Background: an optimization exercise with open tools, aiming at small area and a short achievable clock period. Do not read the settings as production practice. At most, simulation tests tie the RTL to the original design; equivalence was not proved. For run 2, only the layout was checked, not whether the RTL still works. The clock port is modelled as an ideal driver; clocking choices that lean on that would not hold on a real chip. Power is estimated from default activity; no workload was simulated.

### flow/run.sh
#!/bin/bash
# Own layout flow: the standard ORFS flow (standard.sh, unchanged synthesis), with these
# changes to how the layout is made:
#  - the port buffers are plain sky130_fd_sc_hd__buf_2 cells (the default pick is a delay
#    cell that footprint-matched repair cannot swap out later);
#  - after repair_design, fanout_tree.tcl replaces the buffering of the storage enable net
#    (about 2800 DE pins) with a two-level grid tree;
#  - the clock tree uses sink clusters of 30 within 60 um and no dummy loads;
#  - after CTS, split_root.tcl gives the clock port four root buffers instead of one (each
#    drives the level-1 buffers on its side), so the balanced tree has a shorter delay.
# make's full output goes to flow_make.log here; each ORFS step keeps its own log under
# orfs/logs/ (the hooks print to 3_4_place_resized.log and 4_1_cts.log).
set -euo pipefail
cd "$(dirname "$0")/.."
bash standard.sh \
  'BUFFER_PORTS_ARGS=-buffer_cell sky130_fd_sc_hd__buf_2' \
  "POST_RESIZE_TCL=$PWD/flow/fanout_tree.tcl" \
  'CTS_ARGS=-sink_clustering_enable -repair_clock_nets -sink_clustering_size 30 -sink_clustering_max_diameter 60 -dont_use_dummy_load' \
  "POST_CTS_TCL=$PWD/flow/split_root.tcl" \
  finish > flow_make.log 2>&1
### flow/fanout_tree.tcl
# Rebuild the buffer tree of a high-fanout net as a two-level grid tree (own flow, see run.sh).
proc ft_is_buffer { inst } {
  set m [[$inst getMaster] getName]
  return [regexp {^sky130_fd_sc_hd__(buf|clkbuf|bufbuf)_[0-9]+$} $m]
}
proc ft_center { inst } {
  set bb [$inst getBBox]
  return [list [expr {([$bb xMin]+[$bb xMax])/2}] [expr {([$bb yMin]+[$bb yMax])/2}]]
}
proc build_fanout_tree { root_net ncol nrow leaf_cell mid_cell root_cell prefix sink_pin } {
  set block [ord::get_db_block]
  # collect sinks through existing buffers
  set sinks {}; set bufs {}; set nets {}
  set todo [list $root_net]
  while {[llength $todo]} {
    set net [lindex $todo 0]; set todo [lrange $todo 1 end]
    foreach it [$net getITerms] {
      if {![$it isInputSignal]} continue
      set inst [$it getInst]
      if {[ft_is_buffer $inst]} {
        lappend bufs $inst
        set onet [[$inst findITerm X] getNet]
        if {$onet != "NULL"} { lappend todo $onet; lappend nets $onet }
      } else {
        lappend sinks $it
      }
    }
  }
  puts "fanout tree [$root_net getName]: [llength $sinks] sinks, removing [llength $bufs] buffers"
  foreach b $bufs { foreach it [$b getITerms] { $it disconnect } ; odb::dbInst_destroy $b }
  foreach n $nets { odb::dbNet_destroy $n }
  # only pins named sink_pin go into the tree; other loads hang on the driver's net
  set tree_sinks {}
  foreach it $sinks {
    if {$sink_pin eq "" || [[$it getMTerm] getName] eq $sink_pin} { lappend tree_sinks $it } else { $it disconnect; $it connect $root_net }
  }
  puts "fanout tree: [llength $tree_sinks] $sink_pin pins in the tree, [expr {[llength $sinks]-[llength $tree_sinks]}] other loads on the driver"
  set sinks $tree_sinks
  # optional root buffer next to the driver
  set top_net $root_net
  if {$root_cell ne ""} {
    set drv_it [$root_net getFirstOutput]
    set rootb [odb::dbInst_create $block [[ord::get_db] findMaster $root_cell] "${prefix}_root"]
    set top_net [odb::dbNet_create $block "${prefix}_rootnet"]
    [$rootb findITerm A] connect $root_net
    [$rootb findITerm X] connect $top_net
    set c [ft_center [$drv_it getInst]]
    $rootb setLocation [lindex $c 0] [lindex $c 1]
    $rootb setPlacementStatus PLACED
  }
  # sort sinks into columns by x, then rows by y
  set pts {}
  foreach it $sinks { set c [ft_center [$it getInst]]; lappend pts [list $it [lindex $c 0] [lindex $c 1]] }
  set pts [lsort -integer -index 1 $pts]
  set n [llength $pts]
  set leafm [[ord::get_db] findMaster $leaf_cell]
  if {$mid_cell ne ""} { set midm [[ord::get_db] findMaster $mid_cell] }
  set li 0
  for {set c 0} {$c < $ncol} {incr c} {
    set col [lsort -integer -index 2 [lrange $pts [expr {$c*$n/$ncol}] [expr {($c+1)*$n/$ncol - 1}]]]
    set cn [llength $col]
    if {$cn == 0} continue
    if {$mid_cell ne ""} {
      set mid [odb::dbInst_create $block $midm "${prefix}_mid$c"]
      set mnet [odb::dbNet_create $block "${prefix}_midnet$c"]
      [$mid findITerm A] connect $top_net
      [$mid findITerm X] connect $mnet
    } else {
      set mnet $top_net
    }
    set msx 0; set msy 0; set mc 0
    for {set r 0} {$r < $nrow} {incr r} {
      set grp [lrange $col [expr {$r*$cn/$nrow}] [expr {($r+1)*$cn/$nrow - 1}]]
      if {[llength $grp] == 0} continue
      set sx 0; set sy 0
      foreach p $grp { set sx [expr {$sx + [lindex $p 1]}]; set sy [expr {$sy + [lindex $p 2]}] }
      set cx [expr {$sx / [llength $grp]}]; set cy [expr {$sy / [llength $grp]}]
      set leaf [odb::dbInst_create $block $leafm "${prefix}_leaf$li"]
      set lnet [odb::dbNet_create $block "${prefix}_leafnet$li"]
      incr li
      [$leaf findITerm A] connect $mnet
      [$leaf findITerm X] connect $lnet
      foreach p $grp { set it [lindex $p 0]; $it disconnect; $it connect $lnet }
      $leaf setLocation $cx $cy
      $leaf setPlacementStatus PLACED
      set msx [expr {$msx + $cx}]; set msy [expr {$msy + $cy}]; incr mc
    }
    if {$mid_cell ne ""} {
      $mid setLocation [expr {$msx / $mc}] [expr {$msy / $mc}]
      $mid setPlacementStatus PLACED
    }
  }
  puts "fanout tree [$root_net getName]: $li leaf buffers ($leaf_cell), $ncol mid buffers ($mid_cell), root buffer '$root_cell'"
}

# The net feeding pin sink_pin of the first instance of cell sink_cell, traced back through
# buffers to the first driver that is not a buffer.
proc ft_source_net { sink_cell sink_pin } {
  set block [ord::get_db_block]
  set inst "NULL"
  foreach i [$block getInsts] {
    if {[[$i getMaster] getName] eq $sink_cell} { set inst $i; break }
  }
  set net [[$inst findITerm $sink_pin] getNet]
  while {1} {
    set drv [$net getFirstOutput]
    if {$drv == "NULL"} { return $net }
    set dinst [$drv getInst]
    if {![ft_is_buffer $dinst]} { return $net }
    set net [[$dinst findITerm A] getNet]
  }
}

# Post-resize hook: the storage enable (one net reaching the DE pin of every storage
# flip-flop, about 2800 pins) gets a buffer tree of its own: a root buffer by its driver,
# 8 column buffers, each driving 16 leaf buffers of about 22 DE pins. Detailed placement
# legalizes the new buffers next.
build_fanout_tree [ft_source_net sky130_fd_sc_hd__edfxtp_1 DE] 8 16 sky130_fd_sc_hd__buf_8 sky130_fd_sc_hd__buf_16 sky130_fd_sc_hd__buf_16 detree DE

# The read select: each one-hot select flip-flop drives one input of the read mux in
# every bit (44 loads); give each of them 4 leaf buffers of about 11 loads.
foreach inst [[ord::get_db_block] getInsts] {
  if {[regexp {^rd_sel} [$inst getName]] && [[$inst getMaster] getName] ne "" && [$inst findITerm Q] ne "NULL"} {
    set net [[$inst findITerm Q] getNet]
    if {$net ne "NULL" && [llength [$net getITerms]] > 12} {
      set tag [regsub -all {[^A-Za-z0-9_]} [$inst getName] {_}]
      build_fanout_tree $net 2 2 sky130_fd_sc_hd__buf_4 "" "" seltree_$tag ""
    }
  }
}
### flow/split_root.tcl
# Clock root split for the own flow (see run.sh).
# Split the clock root buffer: the clock port drives NROOT buffers of the root's cell,
# each driving the level-1 buffers nearest to it.
proc split_clock_root { nroot } {
  set block [ord::get_db_block]
  set root [$block findInst clkbuf_0_clk]
  set master [$root getMaster]
  set in_net [[$root findITerm A] getNet]
  set out_net [[$root findITerm X] getNet]
  set loads {}
  foreach it [$out_net getITerms] {
    if {[$it isInputSignal]} { lappend loads $it }
  }
  set rx [lindex [$root getLocation] 0]; set ry [lindex [$root getLocation] 1]
  # group loads by angle around the root
  set groups {}
  for {set g 0} {$g < $nroot} {incr g} { lappend groups {} }
  set pi 3.14159265
  foreach it $loads {
    set inst [$it getInst]
    set bb [$inst getBBox]
    set x [expr {([$bb xMin]+[$bb xMax])/2.0 - $rx}]; set y [expr {([$bb yMin]+[$bb yMax])/2.0 - $ry}]
    set a [expr {atan2($y,$x) + $pi}]
    set g [expr {int($a / (2*$pi) * $nroot) % $nroot}]
    lset groups $g [concat [lindex $groups $g] [list $it]]
  }
  set first 1
  for {set g 0} {$g < $nroot} {incr g} {
    set grp [lindex $groups $g]
    if {[llength $grp] == 0} continue
    # centroid of the group's loads, pulled halfway toward the root
    set sx 0; set sy 0
    foreach it $grp { set bb [[$it getInst] getBBox]; set sx [expr {$sx + ([$bb xMin]+[$bb xMax])/2.0}]; set sy [expr {$sy + ([$bb yMin]+[$bb yMax])/2.0}] }
    set cx [expr {int(($sx/[llength $grp] + $rx)/2)}]; set cy [expr {int(($sy/[llength $grp] + $ry)/2)}]
    if {$first} {
      set buf $root; set net $out_net; set first 0
      foreach it $loads { if {[lsearch -exact $grp $it] < 0} { $it disconnect } }
      $root setLocation $cx $cy
    } else {
      set buf [odb::dbInst_create $block $master "clkbuf_0_clk_split$g"]
      $buf setLocation $cx $cy
      $buf setPlacementStatus PLACED
      set net [odb::dbNet_create $block "clknet_0_clk_split$g"]
      $net setSigType CLOCK
      [$buf findITerm A] connect $in_net
      [$buf findITerm X] connect $net
      foreach it $grp { $it connect $net }
    }
    puts "root group $g: [llength $grp] loads at $cx $cy"
  }
}

# Post-CTS hook: the clock port drives four root buffers instead of one, each driving the
# level-1 clock buffers on its side of the die, which shortens the whole clock tree's
# insertion delay; then legalize the new buffers.
split_clock_root 4
detailed_placement
check_placement -verbose
### standard.sh
#!/bin/bash
# synth_recipe.tcl (not shown) runs the flow's synth.tcl, then flattens the netlist and writes it again
# the make line also repeats each setting of config.mk as NAME=value (left out here)
make -C /OpenROAD-flow-scripts/flow DESIGN_CONFIG=/design/flow/config.mk WORK_HOME=/design/flow/orfs CLKGATE_MAP_FILE= SYNTH_SCRIPT=/design/flow/synth_recipe.tcl "${@:-finish}"
### config.mk
export PLATFORM = sky130hd
export DESIGN_NAME = cpu_trace_buffer
export DESIGN_NICKNAME = cpu_trace_buffer
export VERILOG_FILES = /design/flow/design.v
export SDC_FILE = /design/flow/constraint.sdc
export NUM_CORES = 4
export LEC_CHECK = 0
export CAP_MARGIN = 20
export CORE_MARGIN = 2
export CORE_UTILIZATION = 65
export SETUP_SLACK_MARGIN = 1.9
export SLEW_MARGIN = 20
### constraint.sdc
create_clock -name core_clock -period 4.0 [get_ports {clk}]
set_input_delay 0.8000 -clock core_clock [delete_from_list [all_inputs] [get_ports {clk}]]
set_output_delay 0.8000 -clock core_clock [all_outputs]
set_load 0.01 [all_outputs]
### design.v
module cpu_trace_buffer #(
    parameter int unsigned DEPTH     = 64,
    parameter int unsigned POST_TRIG = 32,
    parameter int unsigned AW        = $clog2(DEPTH)
) (
    input  logic          clk,
    input  logic          rst,
    input  logic          arm,
    input  logic          force_trig,
    input  logic          trig_en,
    input  logic [15:0]   trig_pc,
    input  logic          trace_valid,
    input  logic [15:0]   trace_pc,
    input  logic [7:0]    trace_ir,
    input  logic [15:0]   trace_sp,
    input  logic [3:0]    trace_flags,
    input  logic          rd_en,
    output logic          rd_valid,
    output logic [43:0]   rd_data,
    output logic [1:0]    state,
    output logic [AW:0]   entries,
    output logic          done
);
    localparam int unsigned ENTRY_W = $bits(rd_data);
    localparam int unsigned RD_LO   = (POST_TRIG >= 1) ? POST_TRIG - 1 : 0;
    localparam int unsigned PW      = (POST_TRIG > 1) ? $clog2(POST_TRIG) : 1;
    localparam logic [1:0] StIdle  = 2'd0;
    localparam logic [1:0] StArmed = 2'd1;
    localparam logic [1:0] StPost  = 2'd2;
    localparam logic [1:0] StDone  = 2'd3;
    logic [1:0]         state_q, state_d;
    logic               armed_q, armed_d;
    logic               post_st_q, post_st_d;
    logic               done_q, done_d, fin_n_q;
    logic [AW:0]        entries_q, entries_d, entn_q, cnt;
    logic               nonempty_q, nonempty_d;
    logic               rdok_q;                 
    logic               cap_q, cap_d;           
    logic               capnf_q;                
    logic               capfull_q;              
    logic               at_lo_q, at_lo_d;       
    logic [PW-1:0]      post_q, post_d;
    logic [DEPTH-1:RD_LO] rd_sel, rd_sel_d;    
    logic               arm_q;                  
    logic               rd_valid_q;
    logic [ENTRY_W-1:0] rd_q, rd_next;
    logic [DEPTH*ENTRY_W-1:0] buf_q;
    logic               wr_fire, rd_fire, shift, trig_hit, full, grow, post_last, to_done;
    logic [ENTRY_W-1:0] wr_entry;
    assign wr_entry = {trace_pc, trace_ir, trace_sp, trace_flags};
    assign wr_fire   = !arm && cap_q && trace_valid;
    assign cnt       = ~entn_q;
    assign rd_fire   = !arm && rdok_q && rd_en;
    assign shift     = wr_fire || rd_fire;
    assign trig_hit  = (trig_en && trace_valid && (trace_pc == trig_pc)) || force_trig;
    assign full      = cnt[AW];
    assign grow      = !arm && capnf_q && trace_valid;
    assign post_last = (post_q == PW'(POST_TRIG - 1));
    always_comb begin
        if (POST_TRIG == 0) begin
            to_done = armed_q && trig_hit;
        end else begin
            to_done = post_st_q && trace_valid && post_last;
        end
    end
    always_comb begin
        if (arm) begin
            armed_d   = 1'b1;
            post_st_d = 1'b0;
            done_d    = 1'b0;
        end else begin
            armed_d   = armed_q && !trig_hit;
            post_st_d = (POST_TRIG != 0) && ((armed_q && trig_hit) || (post_st_q && !to_done));
            done_d    = !fin_n_q || to_done;
        end
        state_d = {post_st_d || done_d, armed_d || done_d};
        cap_d   = armed_d || post_st_d;
    end
    logic [AW:0] entries_inc, entries_dec;
    assign entries_inc = cnt + (AW+1)'(1);
    assign entries_dec = cnt - (AW+1)'(1);
    always_comb begin
        if (arm) begin
            at_lo_d = 1'b0;
        end else if (grow) begin
            at_lo_d = (cnt == (AW+1)'(RD_LO - 1));
        end else if (rd_fire) begin
            at_lo_d = (cnt == (AW+1)'(RD_LO + 1));
        end else begin
            at_lo_d = (cnt == (AW+1)'(RD_LO));
        end
    end
    always_comb begin
        if (arm) begin
            entries_d  = '0;
            nonempty_d = 1'b0;
        end else if (grow) begin
            entries_d  = entries_inc;
            nonempty_d = 1'b1;
        end else if (rd_fire) begin
            entries_d  = entries_dec;
            nonempty_d = (cnt != (AW+1)'(1));
        end else begin
            entries_d  = cnt;
            nonempty_d = nonempty_q;
        end
    end
    always_comb begin
        post_d = post_q;
        if (arm_q) begin
            post_d = '0;
        end else if (post_st_q && trace_valid) begin
            post_d = post_q + PW'(1);
        end
    end
    always_comb begin
        rd_sel_d = rd_sel;
        if (arm_q) begin
            rd_sel_d = '0;
        end else if (capnf_q && trace_valid) begin
            for (int k = RD_LO; k < DEPTH; k++) begin
                if (k == RD_LO) begin
                    rd_sel_d[k] = at_lo_q;
                end else begin
                    rd_sel_d[k] = rd_sel[k-1];
                end
            end
        end
    end
    always_ff @(posedge clk or negedge rst) begin
        if (!rst) begin
            state_q    <= StIdle;
            armed_q    <= 1'b0;
            post_st_q  <= 1'b0;
            done_q     <= 1'b0;
            fin_n_q    <= 1'b1;
            entries_q  <= '0;
            entn_q     <= '1;
            nonempty_q <= 1'b0;
            rdok_q     <= 1'b0;
            cap_q      <= 1'b0;
            capnf_q    <= 1'b0;
            capfull_q  <= 1'b0;
            at_lo_q    <= 1'b0;
            rd_valid_q <= 1'b0;
        end else begin
            state_q    <= state_d;
            armed_q    <= armed_d;
            post_st_q  <= post_st_d;
            done_q     <= done_d;
            fin_n_q    <= !done_d;
            entries_q  <= entries_d;
            entn_q     <= ~entries_d;
            nonempty_q <= nonempty_d;
            rdok_q     <= done_d && nonempty_d;
            cap_q      <= cap_d;
            capnf_q    <= cap_d && !entries_d[AW];
            capfull_q  <= cap_d && entries_d[AW];
            at_lo_q    <= at_lo_d;
            rd_valid_q <= rd_fire;
        end
    end
    always_ff @(posedge clk) begin
        post_q  <= post_d;
        rd_sel    <= rd_sel_d;
        arm_q     <= arm;
        rd_q    <= rd_next;
    end
    always_ff @(posedge clk) begin
        if (shift) begin
            buf_q <= {buf_q[(DEPTH-1)*ENTRY_W-1:0], wr_entry};
        end
    end
    always_comb begin
        rd_next = '0;
        for (int k = RD_LO; k < DEPTH; k++) begin
            rd_next = rd_next | (buf_q[k*ENTRY_W +: ENTRY_W] & {ENTRY_W{rd_sel[k]}});
        end
    end
    assign state    = state_q;
    assign done     = done_q;
    assign entries  = entries_q;
    assign rd_valid = rd_valid_q;
    assign rd_data  = rd_q;
endmodule
==> results of run 1 <==
layout by cell type, fill, tap and decap left out, types with 45 or more instances in the layout:
cell type  count
edfxtp_1    2816
a22oi_1      661
clkbuf_16    149
nand4_1      136
buf_4        131
buf_8        128
nand2_1      122
buf_2        103
nand3_1       55
nor4_1        47
dfxtp_4       45
cell families after synthesis:
kind of cell / Yosys count / synth area share
xor gates and xnor gates: 20 / 0.001830
and+or+nand+nor: 388 / 0.02146
buffers and inverters: 188 / 0.007373
adders and majority gates: 5 / 0.0006536
muxes: 5 / 0.0005490
DFF: 2925 / 0.9077
AOI/OAI and AO/OA: 768 / 0.06038
metrics by stage:
step / cell area (sq um) / worst slack, ns / utilization
2_1_floorplan: 95740 / -44.64 / -
3_3_place_gp: 99170 / 1.072 / 0.6797
3_5_place_dp: 101400 / 1.511 / 0.6946
5_1_grt: 105300 / 1.969 / 0.7216
6_report: 105300 / 2.041 / 0.7220
report_power, final:
group / switching (W) / internal (W)
Combinational: 0.000741 / 0.000282
Sequential: 0.000357 / 0.0345
Clock: 0.00852 / 0.00668
Total: 0.00962 / 0.0415
flip-flops by register name, summed over array words and instances (netlist names):
name,flops
buf_q,2816
rd_q,44
rd_sel,33
entn_q,7
entries_q,7
post_q,5
state_q,2
arm_q,1
armed_q,1
at_lo_q,1
cap_q,1
capnf_q,1
done_q,1
fin_n_q,1
nonempty_q,1
post_st_q,1
rd_valid_q,1
rdok_q,1
worst max path at each step:
| stage | startpoint | to | slack [ns] | cells after the start |
|---|---|---|---|---|
| 6_report | trace_valid | buf_q[1193]$_DFFE_PP_ | 2.04 | 6 |
| 5_1_grt | trace_valid | capnf_q$_DFF_PN0_ | 1.97 | 6 |
| 3_5_place_dp | trace_valid | buf_q[2398]$_DFFE_PP_ | 1.51 | 6 |
| 3_3_place_gp | trace_valid | buf_q[1841]$_DFFE_PP_ | 1.07 | 5 |
| 2_1_floorplan | rd_en | buf_q[0]$_DFFE_PP_ | -44.64 | 2 |
area by class of cell, clock buffers not listed:
| class | instances | area, sq um |
|---|---|---|
| sequential | 2925 | 87060 |
| buffer | 268 | 3206 |
| tap | 1917 | 2399 |
| inverter | 8 | 30.03 |
| fill | 8505 | 40570 |
| antenna | 33 | 82.58 |
| multi-input combinational | 1186 | 8152 |
| timing repair buffer | 126 | 762.0 |
worst reg2reg max path, cell delays in order, from the launching register on:
cell and delay [ns]:
dfstp_2 0.40, inv_1 0.11, ha_1 0.20, or4b_4 0.52, a2111oi_4 0.42, a211oi_1 0.09
layer usage:
metal / vias up / GRT usage / share of wire
met3: 560 / 0.07966 / 0.12
met5: - / 0.01754 / 0.0021
met2: 2792 / 0.3932 / 0.45
met1: 22310 / 0.3780 / 0.38
met4: 20 / 0.08793 / 0.040
li1: 18500 / - / -
==> notes.md, run 1 <==
Final GP Congestion 0.8135; crit path time final 1.959 ns; Mapped Cells 4299; setup TNS 0 ns; die width 387.7 um; Synth top cells by count edfxtp_1 (2816), a22oi_1 (661), nand4_1 (136); Critical-path top delay cell buf_2; Slew Limit Fails 0; First-pass DRT Iterations 7; hold path start buf_q[1197]$_DFFE_PP_; synth warn 1; Yosys reg bits 2925; R2R Path End capnf_q$_DFF_PN0_; Core Region 145900 sq um; largest cells by area after synthesis edfxtp_1 (88%), a22oi_1 (5.2%), dfxtp_1 (1.7%), nand4_1 (0.89%), nand2_1 (0.48%); Ports 122; post-synth net total 4371; hold path depth 0; Mapped Area 95710 sq um; outcome no timing/DRC/antenna violations; antenna violations before repair 19; Clock Latency Late Sink 0.60 ns; number of port buffers 121; async set-reset flop share out of synthesis 0.008889; max cap viols 0; most used flip-flop cell after synthesis edfxtp_1; launching point of the worst reg2reg path entn_q[0]$_DFF_PN1_; # DRC 0; Startpoint Class input pin; Peak VDD IR 0.5243 mV; CTS tree yes; share of layout cells above drive strength 1 0.1309; leak pwr 31.86 nW; max incr delay on CP 0.25 ns; FMAX 510.5 MHz; wire per inst 30.17 um; die area 150300 sq um; RSZ-0062 raised after global routing false; power per cell area 485.1 nW/um^2; top-count cell post-synth edfxtp_1; critical path class input pin to flip-flop; crit path cell chain buf_2 -> nand2_1 -> a21oi_4 -> buf_16 -> buf_16 -> buf_8; num rows 140; crit end category flip-flop; sequential element share of the synthesized area 0.9077; Bufs and invs on worst path 4; vias in the first global route 42.23k; family with the most delay on the worst path buffers and inverters; CTS sink cnt 2925; final hold slack 0.3807 ns; Crit Path Max Fanout 22; r2r setup slk 2.10 ns; final hold violations 0; WHS Endpoint buf_q[1241]$_DFFE_PP_; post-DP HPWL 118.6 mm; Initial Util 0.6560; Hold Path Class flip-flop to flip-flop; via count 44.18k; placed instance count 6426; most frequent CP cell buf_16; WL final 199.4 mm; Nets 4733; non-filler cells in the finished layout 6609; Reg clk slew, reported paths 0.10 ns; final worst-path cycle share 0.4897; crit path DAT 2.17 ns; Vias/cell 6.685; Worst Clk Skew 0.07178 ns; Yosys top cell area share 0.8835; largest net degree at the start of global routing 43; Netlist cell types 40; Yosys top cell by area edfxtp_1; Area Growth Syn to Fin 10.06%; initial DRC count 6049; GRT Util Overall 0.2635; total gr overflow 0; R2R depth 5; CP required 4.21 ns; antenna viol nets, final 0; Die Ht 387.7 um; syn avg cell area 22.26 sq um; Slew @ Worst Pin 0.8078 ns; first-pass GRT wire length 287.3 mm; total power 0.05111 W; Relative slew margins 0.4615; Final Setup Violations 0; number of synthesized flops with an enable pin 2816
==> inputs of run 2 (changes only) <==
--- a/design.v
+++ b/design.v
@@ -51,7 +51,7 @@
     assign wr_fire   = !arm && cap_q && trace_valid;
     assign cnt       = ~entn_q;
     assign rd_fire   = !arm && rdok_q && rd_en;
-    assign shift     = wr_fire || rd_fire;
+    assign shift     = (cap_q && trace_valid) || (rdok_q && rd_en);
     assign trig_hit  = (trig_en && trace_valid && (trace_pc == trig_pc)) || force_trig;
     assign full      = cnt[AW];
     assign grow      = !arm && capnf_q && trace_valid;
@@ -79,31 +79,28 @@
     logic [AW:0] entries_inc, entries_dec;
     assign entries_inc = cnt + (AW+1)'(1);
     assign entries_dec = cnt - (AW+1)'(1);
+    logic cap_in, rd_in;
+    logic [AW:0] ent_n;
+    logic        nonempty_n, at_lo_n;
+    assign cap_in = capnf_q && trace_valid;
+    assign rd_in  = rdok_q && rd_en;
     always_comb begin
-        if (arm) begin
-            at_lo_d = 1'b0;
-        end else if (grow) begin
-            at_lo_d = (cnt == (AW+1)'(RD_LO - 1));
-        end else if (rd_fire) begin
-            at_lo_d = (cnt == (AW+1)'(RD_LO + 1));
+        if (cap_in) begin
+            ent_n      = entries_inc;
+            nonempty_n = 1'b1;
+            at_lo_n    = (cnt == (AW+1)'(RD_LO - 1));
+        end else if (rd_in) begin
+            ent_n      = entries_dec;
+            nonempty_n = (cnt != (AW+1)'(1));
+            at_lo_n    = (cnt == (AW+1)'(RD_LO + 1));
         end else begin
-            at_lo_d = (cnt == (AW+1)'(RD_LO));
+            ent_n      = cnt;
+            nonempty_n = nonempty_q;
+            at_lo_n    = (cnt == (AW+1)'(RD_LO));
         end
-    end
-    always_comb begin
-        if (arm) begin
-            entries_d  = '0;
-            nonempty_d = 1'b0;
-        end else if (grow) begin
-            entries_d  = entries_inc;
-            nonempty_d = 1'b1;
-        end else if (rd_fire) begin
-            entries_d  = entries_dec;
-            nonempty_d = (cnt != (AW+1)'(1));
-        end else begin
-            entries_d  = cnt;
-            nonempty_d = nonempty_q;
-        end
+        entries_d  = arm ? '0 : ent_n;
+        nonempty_d = !arm && nonempty_n;
+        at_lo_d    = !arm && at_lo_n;
     end
     always_comb begin
         post_d = post_q;
==> notes.md, run 2 <==
outcome no timing/DRC/antenna violations (unchanged); final hold slack 0.3811 ns (was 0.3807 ns); largest registers buf_q: 2816 flops, rd_q: 44 flops, rd_sel: 33 flops (unchanged); share of layout cells above drive strength 1 0.1327 (was 0.1309); largest net degree at the start of global routing 42 (was 43); largest cells by area after synthesis edfxtp_1 (88%), a22oi_1 (5.2%), dfxtp_1 (1.7%), nand4_1 (0.90%), nand2_1 (0.51%) (was edfxtp_1 (88%), a22oi_1 (5.2%), dfxtp_1 (1.7%), nand4_1 (0.89%), nand2_1 (0.48%)); antenna violations before repair 18 (was 19); # DRC 0 (unchanged); most common cell after layout, fill and taps aside edfxtp_1 (unchanged); first-pass GRT wire length 287.6 mm (was 287.3 mm); CTS sink cnt 2925 (unchanged); Vias/cell 6.674 (was 6.685); Relative slew margins 0.6206 (was 0.4615); Yosys top cell area share 0.8838 (was 0.8835); max reg flops 2816 (unchanged); Netlist cell types 44 (was 40); final worst-path cycle share 0.5027 (was 0.4897); number of port buffers 121 (unchanged); Die Ht 387.7 um (about the same); Yosys reg bits 2925 (unchanged); Mapped Cells 4299 (unchanged); Yosys top cell by area edfxtp_1 (unchanged); Final Setup Violations 0 (unchanged); post-synth net total 4371 (unchanged); CP required 4.43 ns (was 4.21 ns); leak pwr 33.13 nW (was 31.86 nW); FMAX 497.3 MHz (was 510.5 MHz); crit path cell chain ha_1 -> inv_1 -> or4_4 -> a2111o_1 -> o211a_1 (was buf_2 -> nand2_1 -> a21oi_4 -> buf_16 -> buf_16 -> buf_8); Nets 4740 (was 4733); Slew @ Worst Pin 0.5691 ns (was 0.8078 ns); die width 387.7 um (about the same); setup TNS 0 ns (unchanged); xor/xnor share of the synthesized area 0.001831 (was 0.001830); Layout Utilization 0.7226 (was 0.7220); most used flip-flop cell after synthesis edfxtp_1 (unchanged); final hold violations 0 (unchanged); total gr overflow 0 (unchanged); crit end category flip-flop (unchanged); number of synthesized flops with an enable pin 2816 (unchanged); Synth Area in Compound Gates 0.06022 (was 0.06038); Largest Register buf_q (unchanged); syn avg cell area 22.26 sq um (about the same); Peak VDD IR 0.3786 mV (was 0.5243 mV); Startpoint Class flip-flop (was input pin); num rows 140 (unchanged); CTS tree yes (unchanged); Clock Latency Late Sink 0.59 ns (was 0.60 ns); critical path class flip-flop to flip-flop (was input pin to flip-flop); vias in the first global route 41.88k (was 42.23k); RSZ-0062 raised after global routing false (unchanged); Core Region 145900 sq um (unchanged); leading cell types in the layout, fill and taps excluded edfxtp_1 (2816), a22oi_1 (661), clkbuf_16 (150) (was edfxtp_1 (2816), a22oi_1 (661), clkbuf_16 (149)); top-count cell post-synth edfxtp_1 (unchanged); WL final 200.8 mm (was 199.4 mm); max cap viols 0 (unchanged); antenna viol nets, final 0 (unchanged); synth warn 1 (unchanged); async set-reset flop share out of synthesis 0.008889 (unchanged); Crit Path Max Fanout 4 (was 22); max incr delay on CP 0.55 ns (was 0.25 ns); combinational family with the most area after synthesis compound AO/OA/AOI/OAI gates (unchanged); GRT Util Overall 0.2658 (was 0.2635); Final GP Congestion 0.8062 (was 0.8135); Slew Limit Fails 0 (unchanged); Reg clk slew, reported paths 0.11 ns (was 0.10 ns); Ports 122 (unchanged); Post-Synth Simple-Gate Area 0.02168 (was 0.02146); Mapped Area 95680 sq um (was 95710 sq um); Synth top cells by count edfxtp_1 (2816), a22oi_1 (661), nand4_1 (137) (was edfxtp_1 (2816), a22oi_1 (661), nand4_1 (136)); total power 0.05248 W (was 0.05111 W); Worst Clk Skew 0.05523 ns (was 0.07178 ns); post-DP HPWL 119.3 mm (was 118.6 mm); Area Growth Syn to Fin 10.20% (was 10.06%); die area 150300 sq um (about the same); Initial Util 0.6557 (was 0.6560); wire per inst 30.34 um (was 30.17 um); First-pass DRT Iterations 7 (unchanged); Hold Path Class flip-flop to flip-flop (unchanged); crit path DAT 2.44 ns (was 2.17 ns); post-synthesis mux area share 0.0002092 (was 0.0005490); post-synthesis adder-cell area fraction 0.0006539 (was 0.0006536); crit path time final 2.011 ns (was 1.959 ns); via count 44.18k (about the same); sequential element share of the synthesized area 0.9081 (was 0.9077); power per cell area 497.7 nW/um^2 (was 485.1 nW/um^2); Critical-path top delay cell dfstp_2 (was buf_2); initial DRC count 6414 (was 6049)
[run 2: cell types whose count changed in the layout (fill, tap and decap cells not counted), moves of 3 or more]
cell / delta
a31o_2: -3
buf_4: +6
o21ai_0: +4
nand3_1: -5
dfxtp_2: +6
nand2_1: +4
a21oi_1: -8
buf_6: +6
o21a_1: +5
dfxtp_4: -4
buf_2: -7
diode_2: +4
[run 2: cell families after synthesis]
logic type | Yosys count
adders and majority gates | 5
AOI/OAI and AO/OA | 766
xor gates and xnor gates | 20
buffers and inverters | 186
and+or+nand+nor | 395
DFF | 2925
muxes | 2
[run 2: final timing paths]
check,start,endpoint,slack (ns),cells after the start
worst min-delay path,buf_q[1266]$_DFFE_PP_,buf_q[1310]$_DFFE_PP_,0.38,0
min in group asynchronous,rst,entries_q[4]$_DFF_PN0_,0.78,2
worst max-delay path,entn_q[0]$_DFF_PN1_,capnf_q$_DFF_PN0_,1.99,5
worst min register to register,buf_q[1266]$_DFFE_PP_,buf_q[1310]$_DFFE_PP_,0.38,0
max in group asynchronous,rst,entn_q[6]$_DFF_PN1_,2.81,2
worst max register to register,entn_q[0]$_DFF_PN1_,capnf_q$_DFF_PN0_,1.99,5
[run 2: cell type report, clock buffers not listed]
cell class              instances  area, sq um
flip-flops and latches       2925        87050
plain buffers                 272         3236
multi-input cells            1188         8139
inverters                       7        26.28
well taps                    1917         2399
diodes                         37        92.59
repair buffers                127        809.5
fillers                      8464        40480
[run 2: stage by stage]
stage,worst slack [ns],instance area (sq um),std cells
2_1_floorplan,-8.404,95710,4299
6_report,1.989,105400,6620
3_5_place_dp,1.332,101300,6429
3_3_place_gp,1.246,99550,6289
5_1_grt,1.917,105400,6596
[run 2: power breakdown]
part	switching, W	internal, W	total [W]
sequential	0.000596	0.0354	0.0360
combinational	0.000847	0.000323	0.00117
clock	0.00860	0.00672	0.0153
total	0.0100	0.0424	0.0525
[run 2: metal layers]
| layer | routed length, um | track usage |
|---|---|---|
| met5 | 158 | 0 |
| met4 | 8413 | 0.08594 |
| met3 | 24260 | 0.08060 |
| met2 | 90800 | 0.3980 |
| met1 | 77180 | 0.3829 |
[run 2: critical path: cells and delay by family (launching register included)]
kind                       cells  cell delay [ns]
AOI/OAI and AO/OA              2             0.57
adders and majority gates      1             0.15
DFF                            1             0.55
buffers and inverters          1             0.06
and+or+nand+nor                1             0.55
==> inputs of run 3 (changes only) <==
--- a/design.v
+++ b/design.v
@@ -81,7 +81,7 @@
     assign entries_dec = cnt - (AW+1)'(1);
     logic cap_in, rd_in;
     logic [AW:0] ent_n;
-    logic        nonempty_n, at_lo_n;
+    logic        nonempty_n, at_lo_n, full_d;
     assign cap_in = capnf_q && trace_valid;
     assign rd_in  = rdok_q && rd_en;
     always_comb begin
@@ -98,6 +98,7 @@
             nonempty_n = nonempty_q;
             at_lo_n    = (cnt == (AW+1)'(RD_LO));
         end
+        full_d     = !arm && !rd_in && (full || (cap_in && cnt == (AW+1)'(DEPTH - 1)));
         entries_d  = arm ? '0 : ent_n;
         nonempty_d = !arm && nonempty_n;
         at_lo_d    = !arm && at_lo_n;
@@ -151,8 +152,8 @@
             nonempty_q <= nonempty_d;
             rdok_q     <= done_d && nonempty_d;
             cap_q      <= cap_d;
-            capnf_q    <= cap_d && !entries_d[AW];
-            capfull_q  <= cap_d && entries_d[AW];
+            capnf_q    <= cap_d && !full_d;
+            capfull_q  <= cap_d && full_d;
             at_lo_q    <= at_lo_d;
             rd_valid_q <= rd_fire;
         end
==> notes.md, run 3 <==
outcome no timing/DRC/antenna violations (unchanged); number of port buffers 121 (unchanged); critical path class flip-flop to output port (was flip-flop to flip-flop); async set-reset flop share out of synthesis 0.008889 (unchanged); Worst Clk Skew 0.08654 ns (was 0.05523 ns); final worst-path cycle share 0.4838 (was 0.5027); Mapped Area 95690 sq um (was 95680 sq um); largest cells by area after synthesis edfxtp_1 (88%), a22oi_1 (5.2%), dfxtp_1 (1.7%), nand4_1 (0.90%), nand2_1 (0.51%) (unchanged); Slew Limit Fails 0 (unchanged); Core Region 145900 sq um (unchanged); max reg flops 2816 (unchanged); Yosys top cell area share 0.8837 (was 0.8838); Vias/cell 6.683 (was 6.674); most common cell after layout, fill and taps aside edfxtp_1 (unchanged); antenna viol nets, final 0 (unchanged); Reg clk slew, reported paths 0.10 ns (was 0.11 ns); largest net degree at the start of global routing 41 (was 42); crit path DAT 1.14 ns (was 2.44 ns); num rows 140 (unchanged); total gr overflow 0 (unchanged); first-pass GRT wire length 284.6 mm (was 287.6 mm); largest registers buf_q: 2816 flops, rd_q: 44 flops, rd_sel: 33 flops (unchanged); register area 87060 sq um (was 87050 sq um); final hold violations 0 (unchanged); Mapped Cells 4299 (unchanged); First-pass DRT Iterations 6 (was 7); die area 150300 sq um (about the same); crit path cell chain buf_2 (was ha_1 -> inv_1 -> or4_4 -> a2111o_1 -> o211a_1); Largest Register buf_q (unchanged); Slew @ Worst Pin 0.5796 ns (was 0.5691 ns); WL final 198.6 mm (was 200.8 mm); Relative slew margins 0.6136 (was 0.6206); CTS tree yes (unchanged); most used flip-flop cell after synthesis edfxtp_1 (unchanged); Netlist cell types 46 (was 44); setup TNS 0 ns (unchanged); FMAX 516.8 MHz (was 497.3 MHz); family with the most delay on the worst path flip-flops (was compound AO/OA/AOI/OAI gates); Clock Latency Late Sink 0.59 ns (about the same); crit end category output port (was flip-flop); crit path time final 1.935 ns (was 2.011 ns); Area Growth Syn to Fin 10.06% (was 10.20%); initial DRC count 5872 (was 6414); share of layout cells above drive strength 1 0.1309 (was 0.1327); max cap viols 0 (unchanged); sequential element share of the synthesized area 0.9080 (was 0.9081); antenna violations before repair 8 (was 18); via count 44.11k (was 44.18k); post-DP HPWL 117.5 mm (was 119.3 mm); Hold Path Class flip-flop to flip-flop (unchanged); leading cell types in the layout, fill and taps excluded edfxtp_1 (2816), a22oi_1 (661), clkbuf_16 (149) (was edfxtp_1 (2816), a22oi_1 (661), clkbuf_16 (150)); non-filler cells in the finished layout 6600 (was 6620); # DRC 0 (unchanged); area of the multi-input gates 8119 sq um (was 8139 sq um); vias in the first global route 41.95k (was 41.88k); max incr delay on CP 0.42 ns (was 0.55 ns); wire per inst 30.09 um (was 30.34 um); Die Ht 387.7 um (about the same); synth warn 1 (unchanged); RSZ-0062 raised after global routing false (unchanged); Peak VDD IR 0.4047 mV (was 0.3786 mV); number of synthesized flops with an enable pin 2816 (unchanged); post-synth net total 4371 (unchanged); top-count cell post-synth edfxtp_1 (unchanged); Crit Path Max Fanout 1 (was 4); Nets 4735 (was 4740); Final Setup Violations 0 (unchanged); syn avg cell area 22.26 sq um (about the same); die width 387.7 um (about the same); Synth top cells by count edfxtp_1 (2816), a22oi_1 (661), nand4_1 (137) (unchanged); power per cell area 497.7 nW/um^2 (about the same); Startpoint Class flip-flop (unchanged); Yosys top cell by area edfxtp_1 (unchanged); Bufs and invs on worst path 1 (unchanged); Layout fillers 8490 (was 8464); Initial Util 0.6558 (was 0.6557); Yosys reg bits 2925 (unchanged); leak pwr 33.09 nW (was 33.13 nW); Critical-path top delay cell dfxtp_4 (was dfstp_2); CP required 3.20 ns (was 4.43 ns); Ports 122 (unchanged); CTS sink cnt 2925 (unchanged); placed instance count 6428 (was 6429); GRT Util Overall 0.2610 (was 0.2658); Final GP Congestion 0.7997 (was 0.8062)
-- run 3: logic make-up (layout without fill, tap and decap cells) --
kind of cell / Yosys count / after routing / share of synthesized area
flip-flops: 2925 / 2925 / 0.9080
buffers and inverters: 185 / 547 / 0.007401
adder cells (fa/ha/maj): 5 / 5 / 0.0006538
other: 0 / 22 / 0
XOR/XNOR: 22 / 22 / 0.002014
AND/OR/NAND/NOR: 398 / 398 / 0.02184
AO/OA/AOI/OAI: 762 / 762 / 0.05991
multiplexers: 2 / 2 / 0.0002092
-- run 3: routing by layer --
layer	vias up	global-route usage	part of all wire
met4	11	0.08104	0.037
met3	517	0.07295	0.12
met2	2646	0.3884	0.45
met5	-	0.002552	0.00061
li1	18490	-	-
met1	22440	0.3843	0.39
-- run 3: report_power, final --
part	internal [W]	switching (W)	total [W]
combinational	0.000323	0.000858	0.00118
clock	0.00668	0.00856	0.0152
sequential	0.0354	0.000604	0.0360
total	0.0424	0.0100	0.0524
-- run 3: area by class of cell, clock buffers not listed --
type / count / area share
Inverter: 5 / 0.0001782
Timing Repair Buffer: 124 / 0.007378
Tap cell: 1917 / 0.02277
Sequential cell: 2925 / 0.8266
Antenna cell: 22 / 0.0005227
Multi-Input combinational cell: 1189 / 0.07709
Buffer: 272 / 0.03072
-- run 3: metrics by stage --
step	hold WS (ns)	cell area (sq um)	setup slack (ns)	utilization	total power (W)
finish	0.3627	105300	2.065	0.7218	0.05242
global route	0.3641	105300	2.021	0.7214	0.05393
detailed placement	0.4045	101300	1.675	0.6944	0.03789
global placement	0.4003	99350	1.198	0.6809	0.03762
floorplan	0.4003	95710	-8.527	-	0.03801
-- run 3: path summary, 6_finish.rpt --
path | from | endpoint | slack [ns] | depth (start not counted)
worst min-delay path | buf_q[635]$_DFFE_PP_ | buf_q[679]$_DFFE_PP_ | 0.36 | 0
worst max register to register | rd_sel[47]$_SDFFE_PP0P_ | rd_q[4]$_DFF_P_ | 2.17 | 5
max in group asynchronous | rst | state_q[1]$_DFF_PN0_ | 2.79 | 2
min in group asynchronous | rst | entries_q[1]$_DFF_PN0_ | 0.78 | 2
worst min register to register | buf_q[635]$_DFFE_PP_ | buf_q[679]$_DFFE_PP_ | 0.36 | 0
worst max-delay path | rd_q[30]$_DFF_P_ | rd_data[30] | 2.06 | 1
==> inputs of run 4 (changes only) <==
--- a/config.mk
+++ b/config.mk
@@ -8,5 +8,5 @@
 export CAP_MARGIN = 20
 export CORE_MARGIN = 2
 export CORE_UTILIZATION = 65
-export SETUP_SLACK_MARGIN = 1.9
+export SETUP_SLACK_MARGIN = 2.15
 export SLEW_MARGIN = 20
==> notes.md, run 4 <==
Ports 122 (unchanged); Slew @ Worst Pin 0.5823 ns (was 0.5796 ns); highest routed layer met5 (unchanged); setup TNS 0 ns (unchanged); Area Growth Syn to Fin 10.19% (was 10.06%); Slew Limit Fails 0 (unchanged); die area 150300 sq um (unchanged); crit path time final 1.919 ns (was 1.935 ns); post-synth net total 4371 (unchanged); Place WS 1.675 ns (unchanged); total gr overflow 0 (unchanged); Final Setup Violations 0 (unchanged); Clock Latency Late Sink 0.59 ns (about the same); largest net degree at the start of global routing 41 (unchanged); outcome no timing/DRC/antenna violations (unchanged); Bufs and invs on worst path 1 (unchanged); max reg flops 2816 (unchanged); power per cell area 497.1 nW/um^2 (was 497.7 nW/um^2); RSZ-0062 raised after global routing true (was false); family with the most delay on the worst path flip-flops (unchanged); leak pwr 33.13 nW (was 33.09 nW); Crit Path Max Fanout 1 (unchanged); sequential element share of the synthesized area 0.9080 (unchanged); number of synthesized flops with an enable pin 2816 (unchanged); Nets 4740 (was 4735); num rows 140 (unchanged); number of port buffers 121 (unchanged); largest registers buf_q: 2816 flops, rd_q: 44 flops, rd_sel: 33 flops (unchanged); die width 387.7 um (unchanged); async set-reset flop share out of synthesis 0.008889 (unchanged); total power 0.05241 W (was 0.05242 W); First-pass DRT Iterations 6 (unchanged); first-pass GRT wire length 284.6 mm (about the same); GRT Util Overall 0.2610 (about the same); Die Ht 387.7 um (unchanged); Critical-path top delay cell dfrtp_1 (was dfxtp_4); antenna viol nets, final 0 (unchanged); crit path cell chain buf_6 (was buf_2); most used flip-flop cell after synthesis edfxtp_1 (unchanged); Final GP Congestion 0.7997 (unchanged); sequential share of power 0.687 (about the same); CP required 3.20 ns (about the same); r2r setup slk 2.14 ns (was 2.17 ns); top-count cell post-synth edfxtp_1 (unchanged); leading cell types in the layout, fill and taps excluded edfxtp_1 (2816), a22oi_1 (661), clkbuf_16 (149) (unchanged); max incr delay on CP 0.43 ns (was 0.42 ns); CTS tree yes (unchanged); Critical path origin entries_q[1]$_DFF_PN0_ (was rd_q[30]$_DFF_P_); syn avg cell area 22.26 sq um (unchanged); Switching Fraction 0.1910 (was 0.1911); Yosys reg bits 2925 (unchanged); Startpoint Class flip-flop (unchanged); crit path DAT 1.12 ns (was 1.14 ns); via count 43.97k (was 44.11k); Yosys top cell area share 0.8837 (unchanged); hold path start buf_q[635]$_DFFE_PP_ (unchanged); Vias/cell 6.663 (was 6.683); synth warn 1 (unchanged); vias in the first global route 41.95k (about the same); most common cell after layout, fill and taps aside edfxtp_1 (unchanged); Relative slew margins 0.6118 (was 0.6136); Largest Register buf_q (unchanged); total net switching power 0.01001 W (was 0.01002 W); internal power 0.04241 W (was 0.04240 W); max cap viols 0 (unchanged); met1 wire length 78.28 mm (was 78.14 mm); Peak VDD IR 0.4039 mV (was 0.4047 mV); post-DP HPWL 117.5 mm (unchanged); antenna violations before repair 8 (unchanged); routed wl met3 23.11 mm (was 23.36 mm); final worst setup slack 2.081 ns (was 2.065 ns); FMAX 521.2 MHz (was 516.8 MHz); Worst Clk Skew 0.08568 ns (was 0.08654 ns); Synth top cells by count edfxtp_1 (2816), a22oi_1 (661), nand4_1 (137) (unchanged); Yosys top cell by area edfxtp_1 (unchanged); CTS sink cnt 2925 (unchanged); launching point of the worst reg2reg path rd_sel[31]$_SDFFE_PP0P_ (was rd_sel[47]$_SDFFE_PP0P_); Core Region 145900 sq um (unchanged); Netlist cell types 46 (unchanged); largest cells by area after synthesis edfxtp_1 (88%), a22oi_1 (5.2%), dfxtp_1 (1.7%), nand4_1 (0.90%), nand2_1 (0.51%) (unchanged); wire per inst 30.09 um (about the same); Mapped Cells 4299 (unchanged); # DRC 0 (unchanged); final hold violations 0 (unchanged); Hold Path Class flip-flop to flip-flop (unchanged); critical path class flip-flop to output port (unchanged); Gate power share 0.023 (about the same); share of layout cells above drive strength 1 0.1337 (was 0.1309); met2 WL post-DR 89.61 mm (unchanged); Mapped Area 95690 sq um (unchanged); Clk network pwr share 0.290 (was 0.291); final worst-path cycle share 0.4797 (was 0.4838); Initial Util 0.6558 (unchanged); initial DRC count 6017 (was 5872); Reg clk slew, reported paths 0.10 ns (about the same); crit end category output port (unchanged); WL final 198.6 mm (about the same)
-- run 4: routing by layer --
layer,GRT usage,up-vias
met2,0.3885,2530
met3,0.07295,515
met1,0.3843,22410
met5,0.002552,-
li1,-,18500
met4,0.08104,20
-- run 4: final timing paths --
kind                                                to  cells after the start
worst min register to register    buf_q[679]$_DFFE_PP_                      0
worst max-delay path                        entries[1]                      1
worst min-delay path              buf_q[679]$_DFFE_PP_                      0
worst max register to register        rd_q[38]$_DFF_P_                      5
min in group asynchronous       entries_q[1]$_DFF_PN0_                      2
max in group asynchronous         state_q[1]$_DFF_PN0_                      2
-- run 4: power groups by stage --
stage	combinational (W)	sequential, W	clock (W)
2_1_floorplan	0.000576	0.0374	0
3_3_place_gp	0.000964	0.0367	0
3_5_place_dp	0.00120	0.0367	0
5_1_grt	0.00129	0.0362	0.0165
6_report	0.00119	0.0360	0.0152
-- run 4: cells by family after synthesis --
logic type | count (synthesis) | synth area share
muxes | 2 | 0.0002092
xor gates and xnor gates | 22 | 0.002014
buffers and inverters | 185 | 0.007401
DFF | 2925 | 0.9080
AOI/OAI and AO/OA | 762 | 0.05991
adders and majority gates | 5 | 0.0006538
and+or+nand+nor | 398 | 0.02184
-- run 4: stage by stage --
stage,util,area [sq um],hold slack [ns],instances
6_report,0.7226,105400,0.3638,6600
2_1_floorplan,-,95710,0.4003,4299
3_5_place_dp,0.6944,101300,0.4045,6428
5_1_grt,0.7223,105400,0.3641,6584
3_3_place_gp,0.6809,99350,0.4003,6265
-- run 4: layout make-up, clock buffers not listed --
cell class | instances | area, sq um
Buffer | 272 | 3236
Fill cell | 8476 | 40480
Multi-Input combinational cell | 1189 | 8138
Tap cell | 1917 | 2399
Inverter | 5 | 18.77
Antenna cell | 17 | 42.54
Timing Repair Buffer | 129 | 880.8
Sequential cell | 2925 | 87070
==> inputs of run 5 (changes only) <==
--- a/flow/run.sh
+++ b/flow/run.sh
@@ -7,7 +7,9 @@
 #    (about 2800 DE pins) with a two-level grid tree;
 #  - the clock tree uses sink clusters of 30 within 60 um and no dummy loads;
 #  - after CTS, split_root.tcl gives the clock port four root buffers instead of one (each
-#    drives the level-1 buffers on its side), so the balanced tree has a shorter delay.
+#    drives the level-1 buffers on its side), so the balanced tree has a shorter delay;
+#  - the timing repair right after CTS is skipped (it would see the tree before the split);
+#    the repair after global routing, which also fixes hold, does the work.
 # make's full output goes to flow_make.log here; each ORFS step keeps its own log under
 # orfs/logs/ (the hooks print to 3_4_place_resized.log and 4_1_cts.log).
 set -euo pipefail
@@ -17,4 +19,5 @@
   "POST_RESIZE_TCL=$PWD/flow/fanout_tree.tcl" \
   'CTS_ARGS=-sink_clustering_enable -repair_clock_nets -sink_clustering_size 30 -sink_clustering_max_diameter 60 -dont_use_dummy_load' \
   "POST_CTS_TCL=$PWD/flow/split_root.tcl" \
+  'SKIP_CTS_REPAIR_TIMING=1' \
   finish > flow_make.log 2>&1
==> notes.md, run 5 <==
post-DP HPWL 117.5 mm (unchanged); Slew @ Worst Pin 0.5764 ns (was 0.5823 ns); Clock Latency Late Sink 0.59 ns (about the same); Core Region 145900 sq um (unchanged); CTS tree yes (unchanged); syn avg cell area 22.26 sq um (unchanged); largest net degree at the start of global routing 41 (unchanged); Worst Clk Skew 0.08561 ns (was 0.08568 ns); Yosys top cell by area edfxtp_1 (unchanged); Yosys reg bits 2925 (unchanged); R2R depth 5 (unchanged); max cap viols 0 (unchanged); non-filler cells in the finished layout 6608 (was 6600); post-synthesis adder-cell area fraction 0.0006538 (unchanged); total gr overflow 0 (unchanged); Crit. path cell count 1 (unchanged); vias in the first global route 41.95k (about the same); first-pass GRT wire length 284.5 mm (was 284.6 mm); Critical-path top delay cell dfxtp_4 (was dfrtp_1); via count 44.16k (was 43.97k); Netlist cell types 46 (unchanged); final hold violations 0 (unchanged); Place WS 1.675 ns (unchanged); GRT Util Overall 0.2610 (about the same); die area 150300 sq um (unchanged); Gate power share 0.023 (about the same); Initial Util 0.6558 (unchanged); xor/xnor share of the synthesized area 0.002014 (unchanged); Mapped Area 95690 sq um (unchanged); synth warn 1 (unchanged); Die Ht 387.7 um (unchanged); Ports 122 (unchanged); First-pass DRT Iterations 6 (unchanged); Synth Area in Compound Gates 0.05991 (unchanged); async set-reset flop share out of synthesis 0.008889 (unchanged); Vias/cell 6.683 (was 6.663); number of port buffers 121 (unchanged); largest registers buf_q: 2816 flops, rd_q: 44 flops, rd_sel: 33 flops (unchanged); outcome no timing/DRC/antenna violations (unchanged); top-count cell post-synth edfxtp_1 (unchanged); crit path cell chain buf_2 (was buf_6); Crit Path Max Fanout 1 (unchanged); combinational family with the most area after synthesis compound AO/OA/AOI/OAI gates (unchanged); Reg clk slew, reported paths 0.08 ns (was 0.10 ns); die width 387.7 um (unchanged); sequential element share of the synthesized area 0.9080 (unchanged); CP required 3.20 ns (about the same); most used flip-flop cell after synthesis edfxtp_1 (unchanged); # DRC 0 (unchanged); family with the most delay on the worst path flip-flops (unchanged); Post-Synth Simple-Gate Area 0.02184 (unchanged); Clk network pwr share 0.291 (was 0.290); Bufs and invs on worst path 1 (unchanged); wire per inst 30.12 um (was 30.09 um); Relative slew margins 0.6157 (was 0.6118); number of synthesized flops with an enable pin 2816 (unchanged); Slew Limit Fails 0 (unchanged); CTS sink cnt 2925 (unchanged); leak pwr 33.11 nW (was 33.13 nW); num rows 140 (unchanged); max reg flops 2816 (unchanged); antenna violations before repair 8 (unchanged); Final Setup Violations 0 (unchanged); Area Growth Syn to Fin 10.14% (was 10.19%); Startpoint Class flip-flop (unchanged); critical path class flip-flop to output port (unchanged); RSZ-0062 raised after global routing true (unchanged); post-synth net total 4371 (unchanged); leading cell types in the layout, fill and taps excluded edfxtp_1 (2816), a22oi_1 (661), clkbuf_16 (149) (unchanged); Switching Fraction 0.1911 (was 0.1910); antenna viol nets, final 0 (unchanged); Yosys top cell area share 0.8837 (unchanged); Final GP Congestion 0.7997 (unchanged); Mapped Cells 4299 (unchanged); power per cell area 497.4 nW/um^2 (was 497.1 nW/um^2); total power 0.05242 W (was 0.05241 W); Hold Path Class input pin to async pin (was flip-flop to flip-flop); share of layout cells above drive strength 1 0.1327 (was 0.1337); Largest Register buf_q (unchanged); final worst setup slack 2.064 ns (was 2.081 ns); WL final 199.0 mm (was 198.6 mm); crit end category output port (unchanged); crit path DAT 1.14 ns (was 1.12 ns); total net switching power 0.01002 W (was 0.01001 W); initial DRC count 5826 (was 6017); placed instance count 6428 (unchanged); max incr delay on CP 0.42 ns (was 0.43 ns); post-synthesis mux area share 0.0002092 (unchanged); most common cell after layout, fill and taps aside edfxtp_1 (unchanged); final worst-path cycle share 0.4839 (was 0.4797); Nets 4739 (was 4740); setup TNS 0 ns (unchanged); FMAX 516.7 MHz (was 521.2 MHz); largest cells by area after synthesis edfxtp_1 (88%), a22oi_1 (5.2%), dfxtp_1 (1.7%), nand4_1 (0.90%), nand2_1 (0.51%) (unchanged); Synth top cells by count edfxtp_1 (2816), a22oi_1 (661), nand4_1 (137) (unchanged); sequential share of power 0.687 (about the same); crit path time final 1.936 ns (was 1.919 ns); Peak VDD IR 0.4032 mV (was 0.4039 mV); internal power 0.04240 W (was 0.04241 W)
## run 5: cell counts after synthesis
No cell type changed its count.
## run 5: power by group through the flow
| stage | Clock [W] | Combinational [W] | Sequential, W |
|---|---|---|---|
| after global placement | 0 | 0.000964 | 0.0367 |
| after detailed placement | 0 | 0.00120 | 0.0367 |
| final | 0.0152 | 0.00119 | 0.0360 |
| after floorplan | 0 | 0.000576 | 0.0374 |
| after global routing | 0.0165 | 0.00129 | 0.0362 |
## run 5: final timing paths
check,startpoint,end,slack [ns]
worst max-delay path,rd_q[30]$_DFF_P_,rd_data[30],2.06
worst min register to register,buf_q[635]$_DFFE_PP_,buf_q[679]$_DFFE_PP_,0.36
max in group asynchronous,rst,state_q[1]$_DFF_PN0_,3.33
min in group core_clock,buf_q[635]$_DFFE_PP_,buf_q[679]$_DFFE_PP_,0.36
worst min-delay path,rst,entries_q[1]$_DFF_PN0_,0.25
worst max register to register,rd_sel[31]$_SDFFE_PP0P_,rd_q[38]$_DFF_P_,2.16
## run 5: metrics by stage
step,instance area [sq um],utilization,hold slack [ns]
detailed placement,101300,0.6944,0.4045
floorplan,95710,-,0.4003
global placement,99350,0.6809,0.4003
global route,105300,0.7218,0.2736
finish,105400,0.7223,0.2458
## run 5: cell type report, clock buffers not listed
class	instances	area, sq um
diodes	26	65.06
repair buffers	128	820.8
multi-input cells	1189	8138
well taps	1917	2399
plain buffers	272	3236
inverters	5	18.77
fillers	8480	40530
flip-flops and latches	2925	87060
## run 5: cells by family after synthesis
logic type,Yosys count
AOI/OAI and AO/OA,762
xor gates and xnor gates,22
adders and majority gates,5
buffers and inverters,185
DFF,2925
muxes,2
and+or+nand+nor,398
## run 5: worst register-to-register path, cell delays in order (launching register included)
cell and delay, ns:
dfxtp_4 0.45, buf_4 0.29, a22oi_1 0.26, nand3_1 0.18, nor4_2 0.34, nand2_1 0.18
## run 5: metal layers
metal | global-route usage | vias to the layer above | wire length (um)
met5 | 0 | - | 44
met4 | 0.08089 | 6 | 8009
met3 | 0.07244 | 530 | 23180
met2 | 0.3882 | 2576 | 89270
met1 | 0.3852 | 22560 | 78530
li1 | - | 18500 | -
==> inputs of run 6 (changes only) <==
--- a/flow/fanout_tree.tcl
+++ b/flow/fanout_tree.tcl
@@ -115,7 +115,7 @@
 # flip-flop, about 2800 pins) gets a buffer tree of its own: a root buffer by its driver,
 # 8 column buffers, each driving 16 leaf buffers of about 22 DE pins. Detailed placement
 # legalizes the new buffers next.
-build_fanout_tree [ft_source_net sky130_fd_sc_hd__edfxtp_1 DE] 8 16 sky130_fd_sc_hd__buf_8 sky130_fd_sc_hd__buf_16 sky130_fd_sc_hd__buf_16 detree DE
+build_fanout_tree [ft_source_net sky130_fd_sc_hd__edfxtp_1 DE] 8 16 sky130_fd_sc_hd__buf_4 sky130_fd_sc_hd__buf_16 sky130_fd_sc_hd__buf_16 detree DE
 
 # The read select: each one-hot select flip-flop drives one input of the read mux in
 # every bit (44 loads); give each of them 4 leaf buffers of about 11 loads.
==> notes.md, run 6 <==
max reg flops 2816 (unchanged); post-synth net total 4371 (unchanged); Mapped Area 95690 sq um (unchanged); Crit Path Max Fanout 1 (unchanged); largest cells by area after synthesis edfxtp_1 (88%), a22oi_1 (5.2%), dfxtp_1 (1.7%), nand4_1 (0.90%), nand2_1 (0.51%) (unchanged); Reg clk slew, reported paths 0.09 ns (was 0.08 ns); antenna violations before repair 15 (was 8); max incr delay on CP 0.43 ns (was 0.42 ns); wire per inst 30.19 um (was 30.12 um); die width 387.7 um (unchanged); Die Ht 387.7 um (unchanged); FMAX 516.3 MHz (was 516.7 MHz); power per cell area 499.6 nW/um^2 (was 497.4 nW/um^2); outcome no timing/DRC/antenna violations (unchanged); largest registers buf_q: 2816 flops, rd_q: 44 flops, rd_sel: 33 flops (unchanged); async set-reset flop share out of synthesis 0.008889 (unchanged); Layout fillers 8548 (was 8480); Synth Area in Compound Gates 0.05991 (unchanged); Yosys top cell area share 0.8837 (unchanged); Clock Latency Late Sink 0.57 ns (was 0.59 ns); post-synthesis adder-cell area fraction 0.0006538 (unchanged); Largest Register buf_q (unchanged); launching point of the worst reg2reg path rdok_q$_DFF_PN0_ (was rd_sel[31]$_SDFFE_PP0P_); combinational family with the most area after synthesis compound AO/OA/AOI/OAI gates (unchanged); xor/xnor share of the synthesized area 0.002014 (unchanged); Area Growth Syn to Fin 9.572% (was 10.14%); number of synthesized flops with an enable pin 2816 (unchanged); most common cell after layout, fill and taps aside edfxtp_1 (unchanged); initial DRC count 5596 (was 5826); crit path DAT 1.14 ns (about the same); Critical path origin rd_q[30]$_DFF_P_ (unchanged); Post-Synth Simple-Gate Area 0.02184 (unchanged); family with the most delay on the worst path flip-flops (unchanged); Yosys top cell by area edfxtp_1 (unchanged); via count 44.04k (was 44.16k); Final GP Congestion 0.7997 (unchanged); crit end category output port (unchanged); Netlist cell types 46 (unchanged); Vias/cell 6.667 (was 6.683); Final Setup Violations 0 (unchanged); First-pass DRT Iterations 8 (was 6); # DRC 0 (unchanged); most used flip-flop cell after synthesis edfxtp_1 (unchanged); critical path class flip-flop to output port (unchanged); crit path time final 1.937 ns (was 1.936 ns); Bufs and invs on worst path 1 (unchanged); Slew @ Worst Pin 0.5779 ns (was 0.5764 ns); first-pass GRT wire length 284.9 mm (was 284.5 mm); vias in the first global route 42.08k (was 41.95k); final worst-path cycle share 0.4843 (was 0.4839); Nets 4739 (unchanged); antenna viol nets, final 0 (unchanged); largest net degree at the start of global routing 41 (unchanged); setup TNS 0 ns (unchanged); post-DP HPWL 117.7 mm (was 117.5 mm); CTS tree yes (unchanged); CTS sink cnt 2925 (unchanged); post-route cell area 104800 sq um (was 105400 sq um); Critical-path top delay cell dfxtp_4 (unchanged); syn avg cell area 22.26 sq um (unchanged); max cap viols 0 (unchanged); num rows 140 (unchanged); sequential element share of the synthesized area 0.9080 (unchanged); leading cell types in the layout, fill and taps excluded edfxtp_1 (2816), a22oi_1 (661), buf_4 (178) (was edfxtp_1 (2816), a22oi_1 (661), clkbuf_16 (149)); GRT Util Overall 0.2620 (was 0.2610); placed standard-cell area 100400 sq um (was 101300 sq um); leak pwr 32.92 nW (was 33.11 nW); top-count cell post-synth edfxtp_1 (unchanged); post-synthesis mux area share 0.0002092 (unchanged); Hold Path Class input pin to async pin (unchanged); CP required 3.20 ns (about the same); final hold slack 0.2289 ns (was 0.2458 ns); Initial Util 0.6558 (unchanged); number of port buffers 121 (unchanged); final hold violations 0 (unchanged); RSZ-0062 raised after global routing true (unchanged); synth warn 1 (unchanged); Relative slew margins 0.6148 (was 0.6157); WL final 199.4 mm (was 199.0 mm); Peak VDD IR 0.3901 mV (was 0.4032 mV); Mapped Cells 4299 (unchanged); Core Region 145900 sq um (unchanged); Yosys reg bits 2925 (unchanged); share of layout cells above drive strength 1 0.1331 (was 0.1327); Synth top cells by count edfxtp_1 (2816), a22oi_1 (661), nand4_1 (137) (unchanged); crit path cell chain buf_6 (was buf_2); Slew Limit Fails 0 (unchanged); total gr overflow 0 (unchanged); Worst Clk Skew 0.05517 ns (was 0.08561 ns); die area 150300 sq um (unchanged); Ports 122 (unchanged); Startpoint Class flip-flop (unchanged)
[run 6: path summary, 6_finish.rpt]
check | end | slack, ns | depth (start not counted)
min in group core_clock | buf_q[614]$_DFFE_PP_ | 0.38 | 0
max reg2reg | buf_q[1112]$_DFFE_PP_ | 2.12 | 5
max in group asynchronous | at_lo_q$_DFF_PN0_ | 3.36 | 1
max | rd_data[30] | 2.06 | 1
min | rdok_q$_DFF_PN0_ | 0.23 | 1
min reg2reg | buf_q[614]$_DFFE_PP_ | 0.38 | 0
[run 6: stage by stage]
stage,total power [W],cells,utilization,worst slack (ns)
global route,0.05393,6588,0.7183,2.035
finish,0.05238,6606,0.7186,2.063
detailed placement,0.03774,6428,0.6878,1.629
floorplan,0.03801,4299,-,-8.527
global placement,0.03762,6265,0.6809,1.198
[run 6: area by class of cell, clock buffers not listed]
type | count | area, sq um | share of cell area
Tap cell | 1917 | 2399 | 0.02288
Antenna cell | 24 | 60.06 | 0.0005728
Multi-Input combinational cell | 1189 | 8157 | 0.07779
Sequential cell | 2925 | 87060 | 0.8303
Buffer | 272 | 2658 | 0.02535
Inverter | 5 | 18.77 | 0.0001790
Timing Repair Buffer | 127 | 819.5 | 0.007816
[run 6: cell families (layout without fill, tap and decap cells)]
kind of cell / after synthesis / in the layout
adders and majority gates: 5 / 5
buffers and inverters: 185 / 551
xor gates and xnor gates: 22 / 22
muxes: 2 / 2
DFF: 2925 / 2925
AOI/OAI and AO/OA: 762 / 762
other: 0 / 24
and+or+nand+nor: 398 / 398
[run 6: report_power, final]
part	switching (W)	leakage, nW	total, W	internal [W]
Sequential	0.000603	26.6	0.0360	0.0354
Combinational	0.000840	4.51	0.00110	0.000255
Clock	0.00856	1.85	0.0153	0.00672
Total	0.0100	32.9	0.0524	0.0424
[run 6: per-layer routing]
layer  up-vias  global-route usage  routed length, um
met5         -                   0                117
met2      2625              0.3903              89690
met1     22410              0.3795              77870
met4        12             0.08111               7479
li1      18450                   -                  -
met3       541             0.08154              24260

[static timing again, ports no longer ideal]
Ports are ideal in the flow. The routed layouts listed here were re-timed in OpenROAD. Step 1, drivers: a clkbuf_16 drives clk and a buf_2 each remaining input, both assumed. Step 2 adds t to the input delays and takes it off the output delays; t is the mean of the earliest and latest rising clock arrival at the registers after step 1. Input paths then give back, and output paths get back, about the clock's delay inside the block. a / b / c = ideal ports / drivers / drivers and shift; a / b = the first two.
run | shift t [ns] | setup WS [ns] | worst setup path after step 2 | worst register clock-pin slew, ns
run 1 | 0.698 | 2.041 / 1.946 / 1.463 | input to register | 0.11 / 0.11
run 2 | 0.697 | 1.989 / 1.917 / 1.467 | input to register | 0.11 / 0.11
run 3 | 0.686 | 2.065 / 1.925 / 1.654 | input to register | 0.11 / 0.11
run 4 | 0.685 | 2.081 / 1.942 / 1.657 | input to register | 0.11 / 0.11
run 5 | 0.684 | 2.064 / 1.927 / 1.651 | input to register | 0.11 / 0.11
run 6 | 0.698 | 2.063 / 1.918 / 1.602 | input to register | 0.11 / 0.11
After both steps setup and hold are still met in every run listed. The setup slack of run 1, which loses most, moves by -0.095 ns with the drivers and by -0.578 ns with both steps.
